This is an optimization exercise on Yosys and OpenROAD, whose aim is small area, not a production implementation. The RTL was checked by simulation tests, not by an equivalence proof against the original design. Power figures rest on the tool's default switching activity, not on a simulated workload.

==> run a <==
Design snow_scene_top, start of the top module:
module snow_scene_top
(
    input  wire logic  clk_i,
    input  wire logic  rst_i,
    input  wire logic  cen_i,        
    input  scene_pkg::rgb_t       vid_rgb_i,    
    input  scene_pkg::blank_t      blank_i,
    input  scene_pkg::sync_t      sync_i,
    output scene_pkg::sync_t      sync_o,       
    output scene_pkg::rgb_t       rgb_o
);
==> module snowflake_twin, before the edit <==
module snowflake_twin
#(
    parameter int unsigned FLAKE_INDEX = 8        
) (
    input  wire logic [10:0] flake_x_i,       
    input  wire logic [10:0] flake_y_i,
    input  wire logic [10:0] u_i,             
    input  wire logic [10:0] v_i,
    output logic             hit_o
);
    function automatic logic [11:0] add11(input logic [10:0] a, input logic [10:0] b,
                                          input logic cin);
        logic c;
        c = cin;
        for (int i = 0; i < 11; i++) begin
            add11[i] = a[i] ^ b[i] ^ c;
            c        = (a[i] & b[i]) | (a[i] & c) | (b[i] & c);
        end
        add11[11] = c;
    endfunction
    function automatic logic flake_hit(input logic [10:0] u, input logic [10:0] v);
        logic [2:0] dx;
        logic [2:0] dy;
        dx = u[3] ? {u[2] ^ (u[1] & u[0]), u[1] ^ u[0], ~u[0]} : ~u[2:0];
        dy = v[3] ? {v[2] ^ (v[1] & v[0]), v[1] ^ v[0], ~v[0]} : ~v[2:0];
        flake_hit = (u[10:4] == 7'd0) && (v[10:4] == 7'd0) &&
                    (u[3:0] != 4'd15) && (v[3:0] != 4'd15) &&
                    ((dx[2:1] == 2'd0) || (dy[2:1] == 2'd0) || (dx == dy));
    endfunction
    localparam bit ODD_PHASE = (FLAKE_INDEX == 11);
    localparam logic [10:0] Y_LOW   = 1080 / 3;                           
    localparam logic [10:0] X_OV_LO = 1920 - 1280;                        
    localparam logic [10:0] X_OV_HI = 1920 - 1280 - 137;        
    logic        low;           
    logic        ov;            
    logic [10:0] ku;            
    logic [10:0] kv;            
    logic [11:0] u;
    logic [11:0] v;
    assign low = add11(flake_y_i, ~Y_LOW, 1'b1) >> 11;
    assign ov  = add11(flake_x_i, low ? ~X_OV_HI : ~X_OV_LO, 1'b1) >> 11;
    assign ku = low ? (ov ? 11'd503 : 11'd631)       
                    : (ov ? 11'd640 : 11'd768);      
    assign kv = low ? {8'd45, 1'b0, ODD_PHASE & flake_y_i[1], 1'b0} : 11'd1328;
    logic [11:0] ul;
    logic [11:0] vl;
    logic [11:0] uh_zero;
    logic [11:0] vh_zero;
    assign ul      = add11({7'd0, u_i[3:0]}, {7'd0, ku[3:0]}, 1'b0);
    assign vl      = add11({7'd0, v_i[3:0]}, {7'd0, kv[3:0]}, 1'b0);
    assign uh_zero = add11({4'd0, ~ku[10:4]}, {10'd0, ~ul[4]}, 1'b0);      
    assign vh_zero = add11({4'd0, ~kv[10:4]}, {10'd0, ~vl[4]}, 1'b0);
    assign u = {1'b0, (u_i[10:4] == uh_zero[6:0]) ? 7'd0 : 7'd1, ul[3:0]};
    assign v = {1'b0, (v_i[10:4] == vh_zero[6:0]) ? 7'd0 : 7'd1, vl[3:0]};
    assign hit_o = flake_hit(u[10:0], v[10:0]);
endmodule
clock: 14.0 ns
lec_check: 0
abc_area: 1
cap_margin: 20
core_margin: 2
core_utilization: 40
cts_buf_list: sky130_fd_sc_hd__clkbuf_8
cts_cluster_diameter: 60
cts_cluster_size: 18
gpl_timing_driven: 0
slew_margin: 20
standard.sh (not shown) runs the stock make flow with config.mk's settings and CLKGATE_MAP_FILE= SYNTH_SCRIPT=/design/flow/synth_recipe.tcl, a recipe that flattens the netlist after the stock synthesis.
==> flow/flow/run.sh <==
#!/bin/bash
# Layout flow: the standard synthesis, then its combinational logic
# re-mapped by ABC with a stronger area script (registers, their names and
# cells untouched), then the standard layout from that netlist.
# Each tool's output goes to a log file of its own in this folder.
set -euo pipefail

LIB=$FLOW_HOME/platforms/$FLOW_PLATFORM/lib/sky130_fd_sc_hd__tt_025C_1v80.lib
RES=orfs/results/$FLOW_PLATFORM/snow_scene_top/base
LOGS=orfs/logs/$FLOW_PLATFORM/snow_scene_top/base

# 1. Standard synthesis
bash standard.sh synth > 1_standard_synth.log 2>&1
cp $RES/1_2_yosys.v 1_2_yosys_standard.v

# 2. Re-map the combinational logic; keep the standard netlist if this fails
python3 flow/gen_cells.py "$LIB" cells_comb.v > 2_gen_cells.log 2>&1
DONT_USE=$(grep -o -- '-dont_use [A-Za-z0-9_]*' $LOGS/1_2_yosys.log | sort -u | tr '\n' ' ')
if yosys -p "
    read_liberty -lib $LIB
    read_verilog cells_comb.v
    read_verilog 1_2_yosys_standard.v
    hierarchy -top $FLOW_TOP
    techmap -autoproc -map cells_comb.v
    flatten
    opt -full
    techmap
    opt -fast
    abc -liberty $LIB $DONT_USE -script $PWD/flow/reopt.abc
    opt_clean -purge
    hilomap -singleton -hicell sky130_fd_sc_hd__conb_1 HI -locell sky130_fd_sc_hd__conb_1 LO
    splitnets
    opt_clean -purge
    tee -o 3_reopt_stat.txt stat -liberty $LIB
    read_liberty -lib $LIB
    check -assert -mapped
    write_verilog -noattr -nohex -nodec 1_2_yosys_reopt.v
  " > 3_reopt_yosys.log 2>&1; then
  n_std=$(grep -c 'sky130_fd_sc_hd__dfxtp' 1_2_yosys_standard.v || true)
  n_new=$(grep -c 'sky130_fd_sc_hd__dfxtp' 1_2_yosys_reopt.v || true)
  if [[ "$n_std" == "$n_new" ]]; then
    cp 1_2_yosys_reopt.v $RES/1_2_yosys.v
    touch $RES/1_2_yosys.v
    echo "using the re-mapped netlist ($n_new registers)" > 4_choice.log
  else
    echo "register count changed ($n_std -> $n_new): standard netlist kept" > 4_choice.log
  fi
else
  echo "re-map failed: standard netlist kept" > 4_choice.log
fi

# 3. Standard layout from the chosen netlist, with the smallest buffer on
#    each input and output port and a clock tree without dummy loads
export BUFFER_PORTS_ARGS="-buffer_cell sky130_fd_sc_hd__buf_1"
# Clock tree: the settings of config.mk, without dummy loads
export CTS_ARGS="-sink_clustering_enable -repair_clock_nets -sink_clustering_size 18 -sink_clustering_max_diameter 60 -buf_list sky130_fd_sc_hd__clkbuf_8 -dont_use_dummy_load"
bash standard.sh > 5_standard_layout.log 2>&1
==> flow/flow/reopt.abc <==
strash
ifraig
dc2
balance; resub -K 6; rewrite; resub -K 6 -N 2; refactor; resub -K 8; balance; resub -K 8 -N 2; rewrite; resub -K 10; rewrite -z; resub -K 10 -N 2; balance; resub -K 12; refactor -z; resub -K 12 -N 2; rewrite -z; balance
dc2
balance; resub -K 6; rewrite; resub -K 6 -N 2; refactor; resub -K 8; balance; resub -K 8 -N 2; rewrite; resub -K 10; rewrite -z; resub -K 10 -N 2; balance; resub -K 12; refactor -z; resub -K 12 -N 2; rewrite -z; balance
dc2
balance; resub -K 6; rewrite; resub -K 6 -N 2; refactor; resub -K 8; balance; resub -K 8 -N 2; rewrite; resub -K 10; rewrite -z; resub -K 10 -N 2; balance; resub -K 12; refactor -z; resub -K 12 -N 2; rewrite -z; balance
dch -f
amap -m
topo
Other scripts of this flow, unchanged in this note and not shown: flow/flow/gen_cells.py
==> inputs of run b, as changes to run a <==
--- a/flow/design.v
+++ b/flow/design.v
@@ -261,16 +261,8 @@
     assign ku = low ? (ov ? 11'd503 : 11'd631)       
                     : (ov ? 11'd640 : 11'd768);      
     assign kv = low ? {8'd45, 1'b0, ODD_PHASE & flake_y_i[1], 1'b0} : 11'd1328;
-    logic [11:0] ul;
-    logic [11:0] vl;
-    logic [11:0] uh_zero;
-    logic [11:0] vh_zero;
-    assign ul      = add11({7'd0, u_i[3:0]}, {7'd0, ku[3:0]}, 1'b0);
-    assign vl      = add11({7'd0, v_i[3:0]}, {7'd0, kv[3:0]}, 1'b0);
-    assign uh_zero = add11({4'd0, ~ku[10:4]}, {10'd0, ~ul[4]}, 1'b0);      
-    assign vh_zero = add11({4'd0, ~kv[10:4]}, {10'd0, ~vl[4]}, 1'b0);
-    assign u = {1'b0, (u_i[10:4] == uh_zero[6:0]) ? 7'd0 : 7'd1, ul[3:0]};
-    assign v = {1'b0, (v_i[10:4] == vh_zero[6:0]) ? 7'd0 : 7'd1, vl[3:0]};
+    assign u = add11(u_i, ku, 1'b0);
+    assign v = add11(v_i, kv, 1'b0);
     assign hit_o = flake_hit(u[10:0], v[10:0]);
 endmodule
 `default_nettype wire
--- a/flow/flow/run.sh
+++ b/flow/flow/run.sh
@@ -50,8 +50,6 @@
 fi
 
 # 3. Standard layout from the chosen netlist, with the smallest buffer on
-#    each input and output port and a clock tree without dummy loads
+#    each input and output port
 export BUFFER_PORTS_ARGS="-buffer_cell sky130_fd_sc_hd__buf_1"
-# Clock tree: the settings of config.mk, without dummy loads
-export CTS_ARGS="-sink_clustering_enable -repair_clock_nets -sink_clustering_size 18 -sink_clustering_max_diameter 60 -buf_list sky130_fd_sc_hd__clkbuf_8 -dont_use_dummy_load"
 bash standard.sh > 5_standard_layout.log 2>&1
==> flow/flow/reopt.abc (replaced) <==
strash
ifraig
dc2
balance; resub -K 6; rewrite; resub -K 6 -N 2; refactor; resub -K 8; balance; resub -K 8 -N 2; rewrite; resub -K 10; rewrite -z; resub -K 10 -N 2; balance; resub -K 12; refactor -z; resub -K 12 -N 2; rewrite -z; balance
dc2
balance; resub -K 6; rewrite; resub -K 6 -N 2; refactor; resub -K 8; balance; resub -K 8 -N 2; rewrite; resub -K 10; rewrite -z; resub -K 10 -N 2; balance; resub -K 12; refactor -z; resub -K 12 -N 2; rewrite -z; balance
dch -f
map -a
topo
--- a/flow/config.mk
+++ b/flow/config.mk
@@ -9,8 +9,8 @@
 export CAP_MARGIN = 20
 export CORE_MARGIN = 2
 export CORE_UTILIZATION = 40
-export CTS_BUF_LIST = sky130_fd_sc_hd__clkbuf_8
-export CTS_CLUSTER_DIAMETER = 60
-export CTS_CLUSTER_SIZE = 18
+export CTS_BUF_LIST = sky130_fd_sc_hd__clkbuf_16
+export CTS_CLUSTER_DIAMETER = 80
+export CTS_CLUSTER_SIZE = 25
 export GPL_TIMING_DRIVEN = 0
 export SLEW_MARGIN = 20
==> inputs of run c, as changes to run a <==
--- a/flow/design.v
+++ b/flow/design.v
@@ -261,16 +261,8 @@
     assign ku = low ? (ov ? 11'd503 : 11'd631)       
                     : (ov ? 11'd640 : 11'd768);      
     assign kv = low ? {8'd45, 1'b0, ODD_PHASE & flake_y_i[1], 1'b0} : 11'd1328;
-    logic [11:0] ul;
-    logic [11:0] vl;
-    logic [11:0] uh_zero;
-    logic [11:0] vh_zero;
-    assign ul      = add11({7'd0, u_i[3:0]}, {7'd0, ku[3:0]}, 1'b0);
-    assign vl      = add11({7'd0, v_i[3:0]}, {7'd0, kv[3:0]}, 1'b0);
-    assign uh_zero = add11({4'd0, ~ku[10:4]}, {10'd0, ~ul[4]}, 1'b0);      
-    assign vh_zero = add11({4'd0, ~kv[10:4]}, {10'd0, ~vl[4]}, 1'b0);
-    assign u = {1'b0, (u_i[10:4] == uh_zero[6:0]) ? 7'd0 : 7'd1, ul[3:0]};
-    assign v = {1'b0, (v_i[10:4] == vh_zero[6:0]) ? 7'd0 : 7'd1, vl[3:0]};
+    assign u = add11(u_i, ku, 1'b0);
+    assign v = add11(v_i, kv, 1'b0);
     assign hit_o = flake_hit(u[10:0], v[10:0]);
 endmodule
 `default_nettype wire
--- a/flow/flow/run.sh
+++ b/flow/flow/run.sh
@@ -50,8 +50,6 @@
 fi
 
 # 3. Standard layout from the chosen netlist, with the smallest buffer on
-#    each input and output port and a clock tree without dummy loads
+#    each input and output port
 export BUFFER_PORTS_ARGS="-buffer_cell sky130_fd_sc_hd__buf_1"
-# Clock tree: the settings of config.mk, without dummy loads
-export CTS_ARGS="-sink_clustering_enable -repair_clock_nets -sink_clustering_size 18 -sink_clustering_max_diameter 60 -buf_list sky130_fd_sc_hd__clkbuf_8 -dont_use_dummy_load"
 bash standard.sh > 5_standard_layout.log 2>&1
--- a/flow/config.mk
+++ b/flow/config.mk
@@ -9,8 +9,8 @@
 export CAP_MARGIN = 20
 export CORE_MARGIN = 2
 export CORE_UTILIZATION = 40
-export CTS_BUF_LIST = sky130_fd_sc_hd__clkbuf_8
-export CTS_CLUSTER_DIAMETER = 60
-export CTS_CLUSTER_SIZE = 18
+export CTS_BUF_LIST = sky130_fd_sc_hd__clkbuf_16
+export CTS_CLUSTER_DIAMETER = 80
+export CTS_CLUSTER_SIZE = 25
 export GPL_TIMING_DRIVEN = 0
 export SLEW_MARGIN = 20
==> run_results.csv <==
group,metric,value,unit
status,outcome,"no timing/DRC/antenna violations",
worst_setup_path,path_buf_inv,2,
die,die-height,205.3,um
power_and_ir_drop,pwr-share-clk,40.2,%
grt,grt.met2_usage,43.05,%
power_and_ir_drop,p_seq,0.000631,W
cells_and_area,multi_input_area_share,59.89,%
cells_and_area,multi_input_area,10620,sq um
worst_setup_path,start_kind,"register",
min_path,min_to,"u_raster_tracker.cy_q[3]",
timing,whs,0.4858,ns
cells_and_area,syn_to_final_growth,9.428,%
the above is filed under run b

==> run_results.csv <==
group,metric,value,unit
status,outcome,"no timing/DRC/antenna violations",
power_and_ir_drop,clk-power,0.000382,W
die,die-height,196.5,um
timing,whs,0.4828,ns
worst_setup_path,start_kind,"primary input",
power_and_ir_drop,p_seq,0.000630,W
cells_and_area,multi_input_area_share,59.25,%
power_and_ir_drop,sw_frac_of_total,32.52,%
cells_and_area,syn_to_final_growth,7.428,%
min_path,min_to,"gen_flakes[7].u_flake.flake_x_q[4]",
cts,clockRootBuffer,"clkbuf_8",
the above is filed under run a

==> run_results.csv <==
group,metric,value,unit
power_and_ir_drop,p_seq,0.000630,W
status,outcome,"no timing/DRC/antenna violations",
cells_and_area,multi_input_area,9759,sq um
cells_and_area,syn_to_final_growth,9.905,%
power_and_ir_drop,pwr-share-clk,40.7,%
grt,grt.met2_usage,43.18,%
die,die-height,198.5,um
min_path,min_to,"gen_flakes[7].u_flake.flake_y_q[1]",
the above is filed under run c

## static timing again, ports no longer ideal
The flow's constraints put no driver on any port. The routed layouts listed below were extracted and timed again, unchanged, in two steps.
Step 1: set_driving_cell puts a clkbuf_16 on clk_i and a buf_2 on each other input, an assumption about the parent block.
Step 2 also shifts input and output timing later by t, the mid clock arrival at the registers, as if the neighbouring blocks saw the same clock.
Three values: ideal ports, drivers, drivers and shift; two values: the first two.
| run | shift t [ns] | slack for setup (ns) | worst setup path at the end | cell pins on the clock port's net |
|---|---|---|---|---|
| run a | 0.635 | 6.447 / 6.472 / 5.838 | input to register | 1 |
| run b | 0.589 | 6.837 / 6.837 / 6.335 | input to register | 1 |
| run c | 0.583 | 5.980 / 5.994 / 5.411 | input to register | 1 |
After both steps setup and hold are still met in every run listed. For run a, which loses most, drivers alone change the setup slack by +0.025 ns; drivers and shift together by -0.609 ns.
